Context: an optimization exercise on an open-source flow, tuned for small area and a short achievable clock period. The choices shown serve that exercise and are no tape-out recipe. In this exercise RTL edits were held to simulation tests only and were not proved equivalent to the original. No activity file was given, so power comes from the tool's default toggle rates.

==> flow/design.v (excerpt) <==
module rgb_matrix_scan_driver
#(
   parameter int COLUMNS   = RMSD_COLUMNS,
   parameter int SCAN_ROWS = RMSD_SCAN_ROWS
) (
   input  logic                 clock,
   input  logic                 reset,
   input  logic                 req_valid,
   output logic                 req_ready,
   input  logic                 req_operation,
   input  logic [4:0]           req_pixel_row,
   input  logic [4:0]           req_pixel_column,
   input  logic [2:0]           req_pixel_color,
   output logic                 rsp_valid,
   input  logic                 rsp_ready,
   output logic [ROW_SEL_W-1:0] rsp_row_select,
   output logic [2:0]           rsp_upper_rgb,
   output logic [2:0]           rsp_lower_rgb,
   output logic                 rsp_shift_pulse,
   output logic                 rsp_latch_pulse,
   output logic                 rsp_output_enable,
   output logic                 rsp_frame_end
);
Size: ~8900 cells after synthesis, roughly 3200 flip-flops, ~34 I/O pins, ~0.12 mm² of cells after synthesis.
==> module rgb_matrix_scan_driver, before the edit <==
module rgb_matrix_scan_driver
#(
   parameter int COLUMNS   = RMSD_COLUMNS,
   parameter int SCAN_ROWS = RMSD_SCAN_ROWS
) (
   input  logic                 clock,
   input  logic                 reset,
   input  logic                 req_valid,
   output logic                 req_ready,
   input  logic                 req_operation,
   input  logic [4:0]           req_pixel_row,
   input  logic [4:0]           req_pixel_column,
   input  logic [2:0]           req_pixel_color,
   output logic                 rsp_valid,
   input  logic                 rsp_ready,
   output logic [ROW_SEL_W-1:0] rsp_row_select,
   output logic [2:0]           rsp_upper_rgb,
   output logic [2:0]           rsp_lower_rgb,
   output logic                 rsp_shift_pulse,
   output logic                 rsp_latch_pulse,
   output logic                 rsp_output_enable,
   output logic                 rsp_frame_end
);
   localparam int ROW_W     = $clog2(SCAN_ROWS);
   localparam int COL_W     = $clog2(COLUMNS);
   localparam int RSP_SLOTS = 4;    
   logic             req_ready_ff;
   logic             s0_valid;
   logic             s0_op;
   logic [4:0]       s0_row;
   logic [4:0]       s0_col;
   logic [2:0]       s0_color;
   always_ff @(posedge clock) begin
      s0_valid <= !reset && req_valid && req_ready_ff;
      s0_op    <= req_operation;
      s0_row   <= req_pixel_row;
      s0_col   <= req_pixel_column;
      s0_color <= req_pixel_color;
   end
   logic             s0_tick;
   logic [ROW_W-1:0] scan_row;
   logic [COL_W-1:0] scan_col;
   logic             scan_latch;
   logic             scan_end;
   logic             wr_half;
   logic [ROW_W-1:0] wr_ring;
   logic [COL_W-1:0] wr_place;
   assign s0_tick = s0_valid && (s0_op == OP_TICK);
   rmsd_scan #(
      .COLUMNS   (COLUMNS),
      .SCAN_ROWS (SCAN_ROWS)
   ) u_scan (
      .clock    (clock),
      .reset    (reset),
      .tick     (s0_tick),
      .row      (scan_row),
      .col      (scan_col),
      .at_latch (scan_latch),
      .at_end   (scan_end)
   );
   rmsd_write #(
      .COLUMNS   (COLUMNS),
      .SCAN_ROWS (SCAN_ROWS)
   ) u_write (
      .pixel_row    (s0_row),
      .pixel_column (s0_col),
      .scan_row     (scan_row),
      .scan_col     (scan_col),
      .half         (wr_half),
      .ring         (wr_ring),
      .place        (wr_place)
   );
   logic [2*SCAN_ROWS-1:0] s1_row_ld;
   logic [COLUMNS-1:0]     s1_col_ld;
   logic [SCAN_ROWS-1:0]   s1_ring_sh;
   logic                   s1_shift;
   logic [2:0]             s1_color;
   logic                   s1_tick;
   logic                   s1_tail;
   logic [ROW_W-1:0]       s1_rd_ring;
   logic                   s0_wr;
   logic                   s0_shift;
   assign s0_wr    = s0_valid && (s0_op == OP_WRITE);
   assign s0_shift = s0_tick && !scan_latch && !scan_end;
   always_ff @(posedge clock) begin
      if (reset) begin
         s1_row_ld  <= '1;
         s1_col_ld  <= '1;
         s1_ring_sh <= '0;
         s1_shift   <= 1'b0;
         s1_color   <= 3'd0;
         s1_tick    <= 1'b0;
      end else begin
         for (int k = 0; k < 2 * SCAN_ROWS; k++) begin
            s1_row_ld[k] <= s0_wr && ({wr_half, wr_ring} == k);
         end
         for (int j = 0; j < COLUMNS; j++) begin
            s1_col_ld[j] <= s0_wr && (wr_place == j);
         end
         for (int r = 0; r < SCAN_ROWS; r++) begin
            s1_ring_sh[r] <= s0_shift && (scan_row == r);
         end
         s1_shift <= s0_shift;
         s1_color <= s0_color;
         s1_tick  <= s0_tick;
      end
      s1_tail    <= scan_latch || scan_end;
      s1_rd_ring <= scan_row;
   end
   logic [2:0] upper_rd;
   logic [2:0] lower_rd;
   rmsd_ram #(
      .COLUMNS   (COLUMNS),
      .SCAN_ROWS (SCAN_ROWS)
   ) u_ram (
      .clock    (clock),
      .row_ld   (s1_row_ld),
      .col_ld   (s1_col_ld),
      .ring_sh  (s1_ring_sh),
      .shift    (s1_shift),
      .color    (s1_color),
      .rd_ring  (s1_rd_ring),
      .rd_tail  (s1_tail),
      .upper_rd (upper_rd),
      .lower_rd (lower_rd)
   );
   localparam int PTR_W = $clog2(RSP_SLOTS);
   logic [5:0]       q_data [RSP_SLOTS];
   logic [PTR_W-1:0] q_head;
   logic [PTR_W-1:0] q_tail;
   logic [PTR_W:0]   q_count;
   logic [PTR_W-1:0] q_head_in;
   logic [PTR_W:0]   q_left;      
   logic             rsp_valid_ff;
   logic [5:0]       rsp_rgb_ff;
   logic             pop;
   assign pop       = rsp_valid_ff && rsp_ready;
   assign q_head_in = q_head + PTR_W'(pop);
   assign q_left    = q_count - (PTR_W+1)'(pop);
   always_ff @(posedge clock) begin
      if (s1_tick) begin
         q_data[q_tail] <= {upper_rd, lower_rd};
      end
      if (s1_tick && (q_left == '0)) begin
         rsp_rgb_ff <= {upper_rd, lower_rd};
      end else begin
         rsp_rgb_ff <= q_data[q_head_in];
      end
      if (reset) begin
         q_head       <= '0;
         q_tail       <= '0;
         q_count      <= '0;
         rsp_valid_ff <= 1'b0;
      end else begin
         q_head       <= q_head_in;
         q_tail       <= q_tail + PTR_W'(s1_tick);
         q_count      <= q_left + (PTR_W+1)'(s1_tick);
         rsp_valid_ff <= (q_left != '0) || s1_tick;
      end
   end
   logic [RSP_SLOTS-1:0] pending;
   logic [RSP_SLOTS-1:0] pending_in;
   logic                 acc_tick;
   assign acc_tick = req_valid && req_ready_ff && (req_operation == OP_TICK);
   always_comb begin
      pending_in = pending;
      if (acc_tick && !pop) begin
         pending_in = {pending[RSP_SLOTS-2:0], 1'b1};
      end else if (pop && !acc_tick) begin
         pending_in = {1'b0, pending[RSP_SLOTS-1:1]};
      end
   end
   always_ff @(posedge clock) begin
      if (reset) begin
         pending      <= '0;
         req_ready_ff <= 1'b0;
      end else begin
         pending      <= pending_in;
         req_ready_ff <= !pending_in[RSP_SLOTS-1];
      end
   end
   logic [ROW_W-1:0] o_row;
   logic [COL_W-1:0] o_col;
   logic             o_shift;
   logic             o_latch;
   logic             o_end;
   always_ff @(posedge clock) begin
      if (reset) begin
         o_row   <= '0;
         o_col   <= '0;
         o_shift <= 1'b1;
         o_latch <= 1'b0;
         o_end   <= 1'b0;
      end else if (pop) begin
         if (o_end) begin
            o_end   <= 1'b0;
            o_shift <= 1'b1;
            o_row   <= '0;
         end else if (o_latch) begin
            o_latch <= 1'b0;
            if (o_row == ROW_W'(SCAN_ROWS - 1)) begin
               o_end <= 1'b1;
            end else begin
               o_shift <= 1'b1;
               o_row   <= o_row + 1'b1;
            end
         end else begin
            o_col <= o_col + 1'b1;
            if (o_col == COL_W'(COLUMNS - 1)) begin
               o_shift <= 1'b0;
               o_latch <= 1'b1;
            end
         end
      end
   end
   assign req_ready         = req_ready_ff;
   assign rsp_valid         = rsp_valid_ff;
   assign rsp_row_select    = o_row;
   assign rsp_upper_rgb     = rsp_rgb_ff[5:3];
   assign rsp_lower_rgb     = rsp_rgb_ff[2:0];
   assign rsp_shift_pulse   = o_shift;
   assign rsp_latch_pulse   = o_latch;
   assign rsp_output_enable = o_end;
   assign rsp_frame_end     = o_end;
endmodule
Settings: LEC_CHECK=0, CAP_MARGIN=20, CORE_MARGIN=2, CORE_UTILIZATION=40, CTS_BUF_LIST=sky130_fd_sc_hd__clkbuf_16, CTS_CLUSTER_DIAMETER=80, CTS_CLUSTER_SIZE=30, PLACE_DENSITY=0.5, SETUP_SLACK_MARGIN=5, SLEW_MARGIN=20; clock period 8.5 ns.
standard.sh (not shown) runs the stock make flow with config.mk's settings and CLKGATE_MAP_FILE= SYNTH_SCRIPT=/design/flow/synth_recipe.tcl, a recipe that flattens the netlist after the stock synthesis.
==> flow/flow/run.sh <==
#!/bin/bash
set -euo pipefail
bash standard.sh SETUP_SLACK_MARGIN=5.7 MATCH_CELL_FOOTPRINT=0 finish > flow.log 2>&1
Edit:
--- a/flow/design.v
+++ b/flow/design.v
@@ -242,42 +242,51 @@
       .ring         (wr_ring),
       .place        (wr_place)
    );
-   logic [2*SCAN_ROWS-1:0] s1_row_ld;
-   logic [COLUMNS-1:0]     s1_col_ld;
-   logic [SCAN_ROWS-1:0]   s1_ring_sh;
+   logic                   s1_clr;
+   logic                   s1_wr;
    logic                   s1_shift;
+   logic                   s1_half;
+   logic [ROW_W-1:0]       s1_ring;     
+   logic [COL_W-1:0]       s1_place;
    logic [2:0]             s1_color;
    logic                   s1_tick;
    logic                   s1_tail;
-   logic [ROW_W-1:0]       s1_rd_ring;
    logic                   s0_wr;
    logic                   s0_shift;
    assign s0_wr    = s0_valid && (s0_op == OP_WRITE);
    assign s0_shift = s0_tick && !scan_latch && !scan_end;
    always_ff @(posedge clock) begin
       if (reset) begin
-         s1_row_ld  <= '1;
-         s1_col_ld  <= '1;
-         s1_ring_sh <= '0;
-         s1_shift   <= 1'b0;
-         s1_color   <= 3'd0;
-         s1_tick    <= 1'b0;
+         s1_clr   <= 1'b1;
+         s1_wr    <= 1'b0;
+         s1_shift <= 1'b0;
+         s1_tick  <= 1'b0;
+         s1_color <= 3'd0;
       end else begin
-         for (int k = 0; k < 2 * SCAN_ROWS; k++) begin
-            s1_row_ld[k] <= s0_wr && ({wr_half, wr_ring} == k);
-         end
-         for (int j = 0; j < COLUMNS; j++) begin
-            s1_col_ld[j] <= s0_wr && (wr_place == j);
-         end
-         for (int r = 0; r < SCAN_ROWS; r++) begin
-            s1_ring_sh[r] <= s0_shift && (scan_row == r);
-         end
+         s1_clr   <= 1'b0;
+         s1_wr    <= s0_wr;
          s1_shift <= s0_shift;
-         s1_color <= s0_color;
          s1_tick  <= s0_tick;
+         s1_color <= s0_color;
+      end
+      s1_half  <= wr_half;
+      s1_ring  <= (s0_op == OP_TICK) ? scan_row : wr_ring;
+      s1_place <= wr_place;
+      s1_tail  <= scan_latch || scan_end;
+   end
+   logic [2*SCAN_ROWS-1:0] s1_row_ld;
+   logic [COLUMNS-1:0]     s1_col_ld;
+   logic [SCAN_ROWS-1:0]   s1_ring_sh;
+   always_comb begin
+      for (int k = 0; k < 2 * SCAN_ROWS; k++) begin
+         s1_row_ld[k] = s1_clr || (s1_wr && ({s1_half, s1_ring} == k));
+      end
+      for (int j = 0; j < COLUMNS; j++) begin
+         s1_col_ld[j] = s1_clr || (s1_wr && (s1_place == j));
+      end
+      for (int r = 0; r < SCAN_ROWS; r++) begin
+         s1_ring_sh[r] = s1_shift && (s1_ring == r);
       end
-      s1_tail    <= scan_latch || scan_end;
-      s1_rd_ring <= scan_row;
    end
    logic [2:0] upper_rd;
    logic [2:0] lower_rd;
@@ -291,7 +300,7 @@
       .ring_sh  (s1_ring_sh),
       .shift    (s1_shift),
       .color    (s1_color),
-      .rd_ring  (s1_rd_ring),
+      .rd_ring  (s1_ring),
       .rd_tail  (s1_tail),
       .upper_rd (upper_rd),
       .lower_rd (lower_rd)
What happened: The changed run completed without violations. First-iteration DRC count went down by 6.8%. Core utilization went down by 0.21 points. Sequential share of layout area grows by 0.15 points. Final area went down by 1.7%. Clock power falls by 2.7%. Wire length drops by 4.5%. Setup slack stays flat.

-- separate check: timing with driven ports --
Ports are ideal in the flow. The routed layouts listed here were re-timed in OpenROAD.
Step 1, drivers: a clkbuf_16 drives clock and a buf_2 each remaining input, both assumed.
Step 2 times the ports against the registers' clock, not the clock port: input delays grow and output delays shrink by t, the midpoint of the rising clock arrivals with the driver on.
a / b / c = ideal / step 1 / step 2; a / b = the first two.
run	t, ns	setup WS [ns]	cell pins on the clock port's net
the first run	0.966	5.421 / 5.322 / 4.852	1
the second run	0.949	5.420 / 5.321 / 4.870	1
After both steps every run listed still meets setup and hold. For the first run, which loses most, drivers alone change the setup slack by -0.099 ns; drivers and shift together by -0.569 ns.
